From an optimization exercise on the open Yosys and OpenROAD flow, aimed at a short achievable clock period and few clock cycles; shortcuts taken in it are not production practice. In this exercise RTL edits were held to simulation tests only and were not proved equivalent to the original. No activity file was given, so power comes from the tool's default toggle rates.

==> inputs of v37 <==
==> flow/design.v (excerpt) <==
module backing_store_range_map (
  input  wire logic        clk_i,
  input  wire logic        rst_ni,
  input  wire logic        in_valid_i,
  output logic             in_stall_o,
  input  wire logic [38:0] in_data_i,
  output logic             out_valid_o,
  input  wire logic        out_stall_i,
  output logic [27:0]      out_data_o
);
  localparam int FD  = 16;    
  localparam int CAP = 16;    
  logic        in_stall_q;
  logic        acc;
  logic        v0_q;
  logic [38:0] r0_q;
  assign acc = in_valid_i && !in_stall_q;
  always_ff @(posedge clk_i) begin
    r0_q <= in_data_i;
  end
  logic             v1_q;
  logic [1:0]       act1_q;
  logic [4:0]       pid1_q;
  logic [2:0]       st1_q;
  logic [EW-1:0]    wd1_q;
  logic [DEPTH-1:0] we1_q;
  logic [DEPTH-1:0] we1_d;
  always_comb begin
    for (int e = 0; e < DEPTH; e++) begin
      we1_d[e] = v0_q && (r0_q[38] ^ r0_q[37]) && ({r0_q[36:32], r0_q[11:9]} == 8'(e));
    end
  end
  always_ff @(posedge clk_i) begin
    act1_q <= r0_q[38:37];
    pid1_q <= r0_q[36:32];
    st1_q  <= r0_q[11:9];
    wd1_q  <= {r0_q[31:12], r0_q[8:0]};
  end
  logic [7:0]               smap_q;
  logic [INUSE_W-1:0]       cnt_q;
  logic [INUSE_W-1:0]       cnt_inc;
  logic                     alloc_ok;
  logic [2:0]               alloc_idx;
  logic [3:0][7:0]          rv;
  logic [3:0][7:0][EW-1:0]  rd;
  bsrm_seg_mem u_seg_mem (
    .clk_i     (clk_i),
    .rst_ni    (rst_ni),
    .we_i      (we1_q),
    .wvalid_i  (act1_q[1]),
    .wdata_i   (wd1_q),
    .rpid_lo_i (pid1_q[2:0]),
    .rvalid_o  (rv),
    .rdata_o   (rd)
  );
  always_comb begin
    alloc_ok  = !(&smap_q);
    alloc_idx = 3'd0;
    for (int s = 7; s >= 0; s--) begin
      if (!smap_q[s]) alloc_idx = 3'(s);
    end
    cnt_inc = (&cnt_q) ? cnt_q : cnt_q + 1'b1;
  end
  logic                     v2_q;
  logic                     lk2_q;
  logic [1:0]               pgh2_q;
  logic [19:0]              vp2_q;
  logic [27:0]              res2_q;      
  logic [3:0][7:0]          rv2_q;
  logic [3:0][7:0][EW-1:0]  rd2_q;
  logic [27:0]              res2_d;
  always_comb begin
    case (act1_q)
      ACT_ALLOC: res2_d = alloc_ok ? {STATUS_OK, alloc_idx, 8'd0, cnt_inc}
                                   : {STATUS_ERR, 3'd0, 8'd0, cnt_q};
      default:   res2_d = {STATUS_OK, st1_q, 8'd0, cnt_q};
  ...
Settings: LEC_CHECK=0, ABC_CLOCK_PERIOD_IN_PS=3500, CAP_MARGIN=20, CORE_MARGIN=2, CORE_UTILIZATION=55, SETUP_SLACK_MARGIN=4.5, SLEW_MARGIN=20; clock period 8.0 ns.
run.sh (not shown) runs the stock make flow with config.mk's settings and CLKGATE_MAP_FILE= SYNTH_SCRIPT=/design/flow/synth_recipe.tcl, a recipe that flattens the netlist after the stock synthesis.
==> inputs of v12, as changes to v37 <==
--- a/flow/design.v
+++ b/flow/design.v
@@ -43,17 +43,17 @@
 `default_nettype none
 import bsrm_pkg::*;
 module bsrm_seg_mem (
   input  wire logic                  clk_i,
   input  wire logic                  rst_ni,
   input  wire logic [DEPTH-1:0]      we_i,       
   input  wire logic                  wvalid_i,   
   input  wire logic [EW-1:0]         wdata_i,    
-  input  wire logic [2:0]            rpid_lo_i,  
+  input  wire logic [7:0]            rpid_lo_i,  
   output logic [3:0][7:0]            rvalid_o,   
   output logic [3:0][7:0][EW-1:0]    rdata_o
 );
   logic [DEPTH-1:0]         valid_q;
   logic [DEPTH-1:0][EW-1:0] data_q;
   always_ff @(posedge clk_i or negedge rst_ni) begin
     if (!rst_ni) begin
       valid_q <= '0;
@@ -76,26 +76,22 @@
         for (int s = 0; s < 8; s++) begin
           v_by_lo[l][g][s] = valid_q[g * 64 + l * 8 + s];
           d_by_lo[l][g][s] = data_q[g * 64 + l * 8 + s];
         end
       end
     end
   end
   always_comb begin
-    case (rpid_lo_i)
-      3'd0: begin rvalid_o = v_by_lo[0]; rdata_o = d_by_lo[0]; end
-      3'd1: begin rvalid_o = v_by_lo[1]; rdata_o = d_by_lo[1]; end
-      3'd2: begin rvalid_o = v_by_lo[2]; rdata_o = d_by_lo[2]; end
-      3'd3: begin rvalid_o = v_by_lo[3]; rdata_o = d_by_lo[3]; end
-      3'd4: begin rvalid_o = v_by_lo[4]; rdata_o = d_by_lo[4]; end
-      3'd5: begin rvalid_o = v_by_lo[5]; rdata_o = d_by_lo[5]; end
-      3'd6: begin rvalid_o = v_by_lo[6]; rdata_o = d_by_lo[6]; end
-      default: begin rvalid_o = v_by_lo[7]; rdata_o = d_by_lo[7]; end
-    endcase
+    rvalid_o = '0;
+    rdata_o  = '0;
+    for (int l = 0; l < 8; l++) begin
+      rvalid_o = rvalid_o | (v_by_lo[l] & {32{rpid_lo_i[l]}});
+      rdata_o  = rdata_o  | (d_by_lo[l] & {(32 * EW){rpid_lo_i[l]}});
+    end
   end
 endmodule
 `default_nettype wire
 `timescale 1ns / 1ps
 `default_nettype none
 import bsrm_pkg::*;
 module backing_store_range_map (
   input  wire logic        clk_i,
@@ -115,45 +111,47 @@
   logic [38:0] r0_q;
   assign acc = in_valid_i && !in_stall_q;
   always_ff @(posedge clk_i) begin
     r0_q <= in_data_i;
   end
   logic             v1_q;
   logic [1:0]       act1_q;
   logic [4:0]       pid1_q;
+  logic [7:0]       plo1_q;      
   logic [2:0]       st1_q;
   logic [EW-1:0]    wd1_q;
   logic [DEPTH-1:0] we1_q;
   logic [DEPTH-1:0] we1_d;
   always_comb begin
     for (int e = 0; e < DEPTH; e++) begin
       we1_d[e] = v0_q && (r0_q[38] ^ r0_q[37]) && ({r0_q[36:32], r0_q[11:9]} == 8'(e));
     end
   end
   always_ff @(posedge clk_i) begin
     act1_q <= r0_q[38:37];
     pid1_q <= r0_q[36:32];
+    plo1_q <= 8'd1 << r0_q[34:32];
     st1_q  <= r0_q[11:9];
     wd1_q  <= {r0_q[31:12], r0_q[8:0]};
   end
   logic [7:0]               smap_q;
   logic [INUSE_W-1:0]       cnt_q;
   logic [INUSE_W-1:0]       cnt_inc;
   logic                     alloc_ok;
   logic [2:0]               alloc_idx;
   logic [3:0][7:0]          rv;
   logic [3:0][7:0][EW-1:0]  rd;
   bsrm_seg_mem u_seg_mem (
     .clk_i     (clk_i),
     .rst_ni    (rst_ni),
     .we_i      (we1_q),
     .wvalid_i  (act1_q[1]),
     .wdata_i   (wd1_q),
-    .rpid_lo_i (pid1_q[2:0]),
+    .rpid_lo_i (plo1_q),
     .rvalid_o  (rv),
     .rdata_o   (rd)
   );
   always_comb begin
     alloc_ok  = !(&smap_q);
     alloc_idx = 3'd0;
     for (int s = 7; s >= 0; s--) begin
       if (!smap_q[s]) alloc_idx = 3'(s);
@@ -226,38 +224,42 @@
       .lo_o     (lo4_d[s]),
       .eq0_o    (eq04_d[s]),
       .eq1_o    (eq14_d[s])
     );
   end
   logic                     v4_q;
   logic                     lk4_q;
   logic [27:0]              res4_q;
-  logic [7:0]               ok4_q;       
+  logic [7:0]               rv4_q, bo4_q, eq04_q, eq14_q;
   logic [7:0][8:0]          lo4_q;
   logic [7:0][8:0]          np4_q;
   always_ff @(posedge clk_i) begin
     lk4_q  <= lk3_q;
     res4_q <= res3_q;
     for (int s = 0; s < 8; s++) begin
-      ok4_q[s] <= rv3_q[s] && (bo4_d[s] ? eq14_d[s] : eq04_d[s]);
+      rv4_q[s]  <= rv3_q[s];
+      bo4_q[s]  <= bo4_d[s];
+      eq04_q[s] <= eq04_d[s];
+      eq14_q[s] <= eq14_d[s];
       lo4_q[s] <= lo4_d[s];
       np4_q[s] <= rd3_q[s][NPAGES_W-1:0];
     end
   end
   logic                     v5_q;
   logic                     lk5_q;
   logic [27:0]              res5_q;
   logic [7:0]               hit5_q;
   logic [7:0][7:0]          off5_q;
   always_ff @(posedge clk_i) begin
     lk5_q  <= lk4_q;
     res5_q <= res4_q;
     for (int s = 0; s < 8; s++) begin
-      hit5_q[s] <= ok4_q[s] && (lo4_q[s] < np4_q[s]);
+      hit5_q[s] <= rv4_q[s] && (bo4_q[s] ? eq14_q[s] : eq04_q[s]) &&
+                   (lo4_q[s] < np4_q[s]);
       off5_q[s] <= lo4_q[s][7:0];
     end
   end
   logic        v6_q;
   logic [27:0] res6_q;
   logic [27:0] res6_d;
   logic [2:0]  hidx;
   logic [7:0]  hoff;
@@ -297,43 +299,52 @@
       v3_q  <= v2_q;
       v4_q  <= v3_q;
       v5_q  <= v4_q;
       v6_q  <= v5_q;
       we1_q <= we1_d;
     end
   end
   logic [FD-1:0][27:0]   fifo_q;
-  logic [$clog2(FD)-1:0] wp_q, rp_q;
+  logic [FD-1:0]         wp_q, rp_q;   
   logic [$clog2(FD):0]   fcnt_q;
   logic                  fne_q;        
   logic                  take, pop;
   logic [$clog2(CAP):0]  occ_q;
   logic                  out_valid_q;
   logic [27:0]           out_q;
   logic                  dep;
   assign take = !out_valid_q || !out_stall_i;
   assign pop  = take && fne_q;
   assign dep  = out_valid_q && !out_stall_i;
+  logic [27:0] head;
+  always_comb begin
+    head = '0;
+    for (int i = 0; i < FD; i++) begin
+      if (rp_q[i]) head = head | fifo_q[i];
+    end
+  end
   always_ff @(posedge clk_i) begin
-    if (v6_q) fifo_q[wp_q] <= res6_q;
-    if (take) out_q <= fifo_q[rp_q];
+    for (int i = 0; i < FD; i++) begin
+      if (v6_q && wp_q[i]) fifo_q[i] <= res6_q;
+    end
+    if (take) out_q <= head;
   end
   always_ff @(posedge clk_i or negedge rst_ni) begin
     if (!rst_ni) begin
-      wp_q        <= '0;
-      rp_q        <= '0;
+      wp_q        <= FD'(1);
+      rp_q        <= FD'(1);
       fcnt_q      <= '0;
       fne_q       <= 1'b0;
       out_valid_q <= 1'b0;
       occ_q       <= '0;
       in_stall_q  <= 1'b0;
     end else begin
-      if (v6_q) wp_q <= wp_q + 1'b1;
-      if (pop)  rp_q <= rp_q + 1'b1;
+      if (v6_q) wp_q <= {wp_q[FD-2:0], wp_q[FD-1]};
+      if (pop)  rp_q <= {rp_q[FD-2:0], rp_q[FD-1]};
       fcnt_q <= fcnt_q + v6_q - pop;
       fne_q  <= (fcnt_q + v6_q - pop) != 0;
       if (take) out_valid_q <= fne_q;
       occ_q      <= occ_q + acc - dep;
       in_stall_q <= (occ_q + acc) >= CAP;
     end
   end
   assign in_stall_o  = in_stall_q;
==> flow/config.mk (replaced) <==
export PLATFORM = sky130hd
export DESIGN_NAME = backing_store_range_map
export DESIGN_NICKNAME = backing_store_range_map
export VERILOG_FILES = /design/flow/design.v
export SDC_FILE = /design/flow/constraint.sdc
export NUM_CORES = 4
export LEC_CHECK = 0
export ABC_CLOCK_PERIOD_IN_PS = 3300
export CAP_MARGIN = 20
export CORE_MARGIN = 2
export CORE_UTILIZATION = 40
export CTS_CLUSTER_DIAMETER = 100
export CTS_CLUSTER_SIZE = 30
export SETUP_SLACK_MARGIN = 4.8
export SLEW_MARGIN = 20
export SYNTH_MEMORY_MAX_BITS = 8192
==> inputs of v36, as changes to v37 <==
--- a/flow/design.v
+++ b/flow/design.v
@@ -308,19 +308,28 @@
   logic                  take, pop;
   logic [$clog2(CAP):0]  occ_q;
   logic                  out_valid_q;
   logic [27:0]           out_q;
   logic                  dep;
   assign take = !out_valid_q || !out_stall_i;
   assign pop  = take && fne_q;
   assign dep  = out_valid_q && !out_stall_i;
+  logic [27:0] head;
+  always_comb begin
+    head = '0;
+    for (int i = 0; i < FD; i++) begin
+      if (rp_q == i) head = fifo_q[i];
+    end
+  end
   always_ff @(posedge clk_i) begin
-    if (v6_q) fifo_q[wp_q] <= res6_q;
-    if (take) out_q <= fifo_q[rp_q];
+    for (int i = 0; i < FD; i++) begin
+      if (v6_q && wp_q == i) fifo_q[i] <= res6_q;
+    end
+    if (take) out_q <= head;
   end
   always_ff @(posedge clk_i or negedge rst_ni) begin
     if (!rst_ni) begin
       wp_q        <= '0;
       rp_q        <= '0;
       fcnt_q      <= '0;
       fne_q       <= 1'b0;
       out_valid_q <= 1'b0;
==> flow/config.mk (replaced) <==
export PLATFORM = sky130hd
export DESIGN_NAME = backing_store_range_map
export DESIGN_NICKNAME = backing_store_range_map
export VERILOG_FILES = /design/flow/design.v
export SDC_FILE = /design/flow/constraint.sdc
export NUM_CORES = 4
export LEC_CHECK = 0
export ABC_CLOCK_PERIOD_IN_PS = 3300
export CAP_MARGIN = 20
export CORE_MARGIN = 2
export CORE_UTILIZATION = 40
export CTS_CLUSTER_DIAMETER = 100
export CTS_CLUSTER_SIZE = 30
export SETUP_SLACK_MARGIN = 4.6
export SLEW_MARGIN = 20
export SYNTH_MEMORY_MAX_BITS = 8192
==> summary of the runs <==
- v36 passed the timing, DRC and antenna checks. v37 ran to the end with no violations. v12 ran to the end with violations: max-slew violations.
- Hold slack: v37 < v36 < v12.
- Of v36 and v37, v37 has the higher cell count (gap about 0.6%, measured against v37).
- Power, lowest first: v12, v36, v37.
- Against v37, the register-to-register slack of v12 is higher by 1.0 ns.
- In sequential cell count, v37 and v36 do not differ.
- Non-clock buffer count, lowest first: v12, v36, v37.
- The highest wire length belongs to v37, the lowest to v12.
- Between v37 and v36, the lower fmax is in v37 (gap about 18%, measured against v36).
- Against v12, the clock skew of v37 is lower by 0.026 ns.
- Against v12, the utilization of v36 is higher by 0.071 points.
Testbench counts of v37, summed over its fixed seeds: cycles 19,272.
Testbench counts of v12, summed over its fixed seeds: cycles 19,272.
Testbench counts of v36, summed over its fixed seeds: cycles 19,272.

-- static timing again, ports no longer ideal --
No port has a modelled driver above. Below, the same layouts with a new extraction and two added sets of constraints.
Step 1 assumes that a clkbuf_16 drives the clock port and a buf_2 every other input.
Step 2 adds t to the input delays and takes it off the output delays; t is the mean of the earliest and latest rising clock arrival at the registers after step 1. Input paths then give back, and output paths get back, about the clock's delay inside the block.
Three values: ideal ports, drivers, drivers and shift; two values: the first two.
| run | shift t [ns] | setup slack, ns | pins driven straight from the clock port |
|---|---|---|---|
| v37 | 1.351 | 3.851 / 3.851 / 3.495 | 1 |
| v12 | 1.254 | 4.709 / 4.561 / 4.056 | 1 |
| v36 | 1.165 | 4.585 / 4.534 / 3.645 | 1 |
The setup slack of v36, which loses most, moves by -0.051 ns with the drivers and by -0.940 ns with both steps.
